This design comes from an exercise in tuning for small area on the open sky130 flow, not from production work.
Only simulation tests tie the RTL to the original design; equivalence was not proved.
Power is estimated from default activity; no workload was simulated.

==> flow/design.v <==
package regfile_pkg;
    localparam int RF_DWIDTH    = 32;
    localparam int RF_DEPTH     = 32;
    localparam int RF_NRD       = 2;
    localparam int RF_ZERO_ADDR = 0;
    function automatic int rf_addr_width(input int depth);
        if (depth > 1) rf_addr_width = $clog2(depth);
        else           rf_addr_width = 1;
    endfunction
endpackage
module regfile_aoi3
#(
    parameter int W = 32
) (
    input  logic         s0,
    input  logic         s1,
    input  logic         s2,
    input  logic [W-1:0] d0,
    input  logic [W-1:0] d1,
    input  logic [W-1:0] d2,
    output logic [W-1:0] y
);
    assign y = ~(({W{s0}} & d0) | ({W{s1}} & d1) | ({W{s2}} & d2));
endmodule
module regfile_aoi1
#(
    parameter int W = 32
) (
    input  logic         s0,
    input  logic [W-1:0] d0,
    output logic [W-1:0] y
);
    assign y = ~({W{s0}} & d0);
endmodule
module regfile_nandn
#(
    parameter int N = 11,
    parameter int W = 32
) (
    input  logic [N*W-1:0] x,
    output logic [W-1:0]   y
);
    always_comb begin
        for (int b = 0; b < W; b++) begin
            logic a;
            a = 1'b1;
            for (int j = 0; j < N; j++) begin
                a = a & x[j*W + b];
            end
            y[b] = ~a;
        end
    end
endmodule
module regfile_rdmux
#(
    parameter int N = 31,
    parameter int W = 33
) (
    input  logic [N-1:0]   sel,
    input  logic [N*W-1:0] data,
    output logic [W-1:0]   out
);
    localparam int NG = N / 3;
    localparam int NR = N - 3 * NG;
    localparam int NT = NG + NR;
    logic [NT*W-1:0] t_s;
    for (genvar g = 0; g < NG; g++) begin : g_grp
        regfile_aoi3 #(.W(W)) u_aoi (
            .s0 (sel[3*g]),
            .s1 (sel[3*g+1]),
            .s2 (sel[3*g+2]),
            .d0 (data[(3*g)*W +: W]),
            .d1 (data[(3*g+1)*W +: W]),
            .d2 (data[(3*g+2)*W +: W]),
            .y  (t_s[g*W +: W])
        );
    end
    for (genvar r = 0; r < NR; r++) begin : g_rem
        regfile_aoi1 #(.W(W)) u_aoi (
            .s0 (sel[3*NG+r]),
            .d0 (data[(3*NG+r)*W +: W]),
            .y  (t_s[(NG+r)*W +: W])
        );
    end
    regfile_nandn #(.N(NT), .W(W)) u_or (
        .x (t_s),
        .y (out)
    );
endmodule
module regfile_mp
#(
    parameter int DWIDTH = regfile_pkg::RF_DWIDTH,
    parameter int DEPTH  = regfile_pkg::RF_DEPTH,
    parameter int NRD    = regfile_pkg::RF_NRD,
    localparam int AW    = regfile_pkg::rf_addr_width(DEPTH)
) (
    input  logic                  clk,
    input  logic                  rst,
    input  logic [NRD*AW-1:0]     ra,
    output logic [NRD*DWIDTH-1:0] rd,
    output logic [NRD-1:0]        rd_busy,
    input  logic                  we0,
    input  logic [AW-1:0]         wa0,
    input  logic [DWIDTH-1:0]     wd0,
    input  logic                  we1,
    input  logic [AW-1:0]         wa1,
    input  logic [DWIDTH-1:0]     wd1,
    input  logic                  rsv_en,
    input  logic [AW-1:0]         rsv_addr
);
    logic [DWIDTH-1:0] regs_r    [1:DEPTH-1];
    logic              pending_r [1:DEPTH-1];
    logic [DEPTH-1:0] sel1_s;    
    logic [DEPTH-1:0] sel0_s;    
    logic [DEPTH-1:0] hold_s;    
    logic [DEPTH-1:0] set_s;     
    logic [DEPTH-1:0] keep_s;    
    always_comb begin
        for (int k = 0; k < DEPTH; k++) begin
            logic w0, w1, rv;
            w0 = we0 && (wa0 == AW'(k));
            w1 = we1 && (wa1 == AW'(k));
            rv = rsv_en && (rsv_addr == AW'(k));
            sel1_s[k] = !rst && w1;
            sel0_s[k] = !rst && w0 && !w1;
            hold_s[k] = !rst && !w0 && !w1;
            set_s[k]  = !rst && rv;
            keep_s[k] = hold_s[k];
        end
    end
    for (genvar k = 1; k < DEPTH; k++) begin : g_row
        logic [DWIDTH-1:0] dn_s;
        logic              pn_s;
        regfile_aoi3 #(.W(DWIDTH)) u_wr (
            .s0 (sel1_s[k]),
            .s1 (sel0_s[k]),
            .s2 (hold_s[k]),
            .d0 (wd1),
            .d1 (wd0),
            .d2 (regs_r[k]),
            .y  (dn_s)
        );
        assign pn_s = !(set_s[k] || (keep_s[k] && pending_r[k]));
        always_ff @(posedge clk) begin
            regs_r[k]    <= ~dn_s;
            pending_r[k] <= ~pn_s;
        end
    end
    logic [(DEPTH-1)*(DWIDTH+1)-1:0] rdata_s;
    always_comb begin
        for (int k = 1; k < DEPTH; k++) begin
            rdata_s[(k-1)*(DWIDTH+1) +: DWIDTH+1] = {pending_r[k], regs_r[k]};
        end
    end
    for (genvar i = 0; i < NRD; i++) begin : g_rd
        logic [DEPTH-2:0] rsel_s;
        logic [DWIDTH:0]  rout_s;
        always_comb begin
            for (int k = 1; k < DEPTH; k++) begin
                rsel_s[k-1] = (ra[i*AW +: AW] == AW'(k));
            end
        end
        regfile_rdmux #(
            .N (DEPTH-1),
            .W (DWIDTH+1)
        ) u_rdmux (
            .sel  (rsel_s),
            .data (rdata_s),
            .out  (rout_s)
        );
        assign rd[i*DWIDTH +: DWIDTH] = rout_s[DWIDTH-1:0];
        assign rd_busy[i]             = rout_s[DWIDTH];
    end
endmodule
Settings: LEC_CHECK=0, CAP_MARGIN=20, CELL_PAD_IN_SITES_DETAIL_PLACEMENT=1, CELL_PAD_IN_SITES_GLOBAL_PLACEMENT=2, CORE_MARGIN=2, CORE_UTILIZATION=30, CTS_CLUSTER_DIAMETER=60, CTS_CLUSTER_SIZE=20, PLACE_DENSITY=0.4, SETUP_SLACK_MARGIN=0.3, SLEW_MARGIN=20, SYNTH_HIERARCHICAL=1; clock period 6.0 ns.
standard.sh (not shown) runs the stock make flow with config.mk's settings and CLKGATE_MAP_FILE= SYNTH_SCRIPT=/design/flow/synth_recipe.tcl, a recipe that flattens the netlist after the stock synthesis.
==> flow/flow/run.sh <==
#!/bin/bash
# The standard ORFS layout, with two changes:
#  - the port buffers use the smallest buffer cell instead of the one buffer_ports picks;
#  - clock tree synthesis clusters up to 20 sinks per leaf buffer and inserts no dummy loads.
# Every tool's output goes to a log in this folder (and ORFS's own logs under orfs/logs).
set -euo pipefail
export BUFFER_PORTS_ARGS="-buffer_cell sky130_fd_sc_hd__buf_1"
export CTS_ARGS="-sink_clustering_enable -repair_clock_nets -sink_clustering_size 20 -sink_clustering_max_diameter 60 -dont_use_dummy_load"
bash standard.sh finish > standard_flow.log 2>&1
Rerun with:
==> flow/run.sh (new file) <==
#!/bin/bash
# synth_recipe.tcl (not shown) runs the flow's synth.tcl, then flattens the netlist and writes it again
# the make line also repeats each setting of config.mk as NAME=value (left out here)
make -C /OpenROAD-flow-scripts/flow DESIGN_CONFIG=/design/flow/config.mk WORK_HOME=/design/flow/orfs CLKGATE_MAP_FILE= SYNTH_SCRIPT=/design/flow/synth_recipe.tcl finish
removed: flow/flow/run.sh
removed: flow/standard.sh
Effect:
- core utilization grows by 2.3 points
- via count came out higher by 3.5%
- fmax drops by 0.69%
- total power grows by about 14%
- wire length came out higher by about 3%
Rerun with:
==> flow/flow/run.sh (new file) <==
#!/bin/bash
# The standard ORFS layout, with two changes:
#  - the port buffers use the smallest buffer cell instead of the one buffer_ports picks;
#  - clock tree synthesis clusters up to 20 sinks per leaf buffer and inserts no dummy loads.
# Every tool's output goes to a log in this folder (and ORFS's own logs under orfs/logs).
set -euo pipefail
export BUFFER_PORTS_ARGS="-buffer_cell sky130_fd_sc_hd__buf_1"
export CTS_ARGS="-sink_clustering_enable -repair_clock_nets -sink_clustering_size 20 -sink_clustering_max_diameter 100 -dont_use_dummy_load"
bash standard.sh finish > standard_flow.log 2>&1
==> flow/standard.sh (new file) <==
#!/bin/bash
# synth_recipe.tcl (not shown) runs the flow's synth.tcl, then flattens the netlist and writes it again
# the make line also repeats each setting of config.mk as NAME=value (left out here)
make -C /OpenROAD-flow-scripts/flow DESIGN_CONFIG=/design/flow/config.mk WORK_HOME=/design/flow/orfs CLKGATE_MAP_FILE= SYNTH_SCRIPT=/design/flow/synth_recipe.tcl "${@:-finish}"
CELL_PAD_IN_SITES_GLOBAL_PLACEMENT = 1   (was 2)
CORE_UTILIZATION = 35   (was 30)
CTS_CLUSTER_DIAMETER = 100   (was 60)
PLACE_DENSITY = 0.5   (was 0.4)
removed: flow/run.sh
Effect:
- The new run completed without violations
- worst setup slack got worse by 0.22 ns
- global-route usage goes up by 0.98 points
- flip-flop and latch count is unchanged
- critical path depth stays the same
- cell count came out lower by a little under a tenth
- power is lower by a quarter to a third

[re-timing with driven ports]
The results above use ideal ports. As a check the final layouts listed here were re-extracted and re-timed, cells and wires unchanged.
Step 1, drivers: a clkbuf_16 drives clk and a buf_2 each remaining input, both assumed.
Step 2 also shifts input and output timing later by t, the mid clock arrival at the registers, as if the neighbouring blocks saw the same clock.
Three values: ideal ports, drivers, drivers and shift; two values: the first two.
run	t (ns)	setup slack, ns	hold slack, ns	worst setup path at the end	latest minus earliest clock arrival (ns)
the first run	0.845	0.372 / 0.308 / 0.308	0.492 / 0.492 / 0.492	input to output	0.081 / 0.081
the second run	0.865	0.332 / 0.282 / 0.282	0.493 / 0.493 / 0.493	input to output	0.043 / 0.042
the third run	0.802	0.115 / 0.089 / 0.089	0.493 / 0.493 / 0.493	input to output	0.101 / 0.100
After both steps setup and hold are still met in every run listed. For the first run, which loses most, drivers alone change the setup slack by -0.064 ns; drivers and shift together by -0.064 ns.
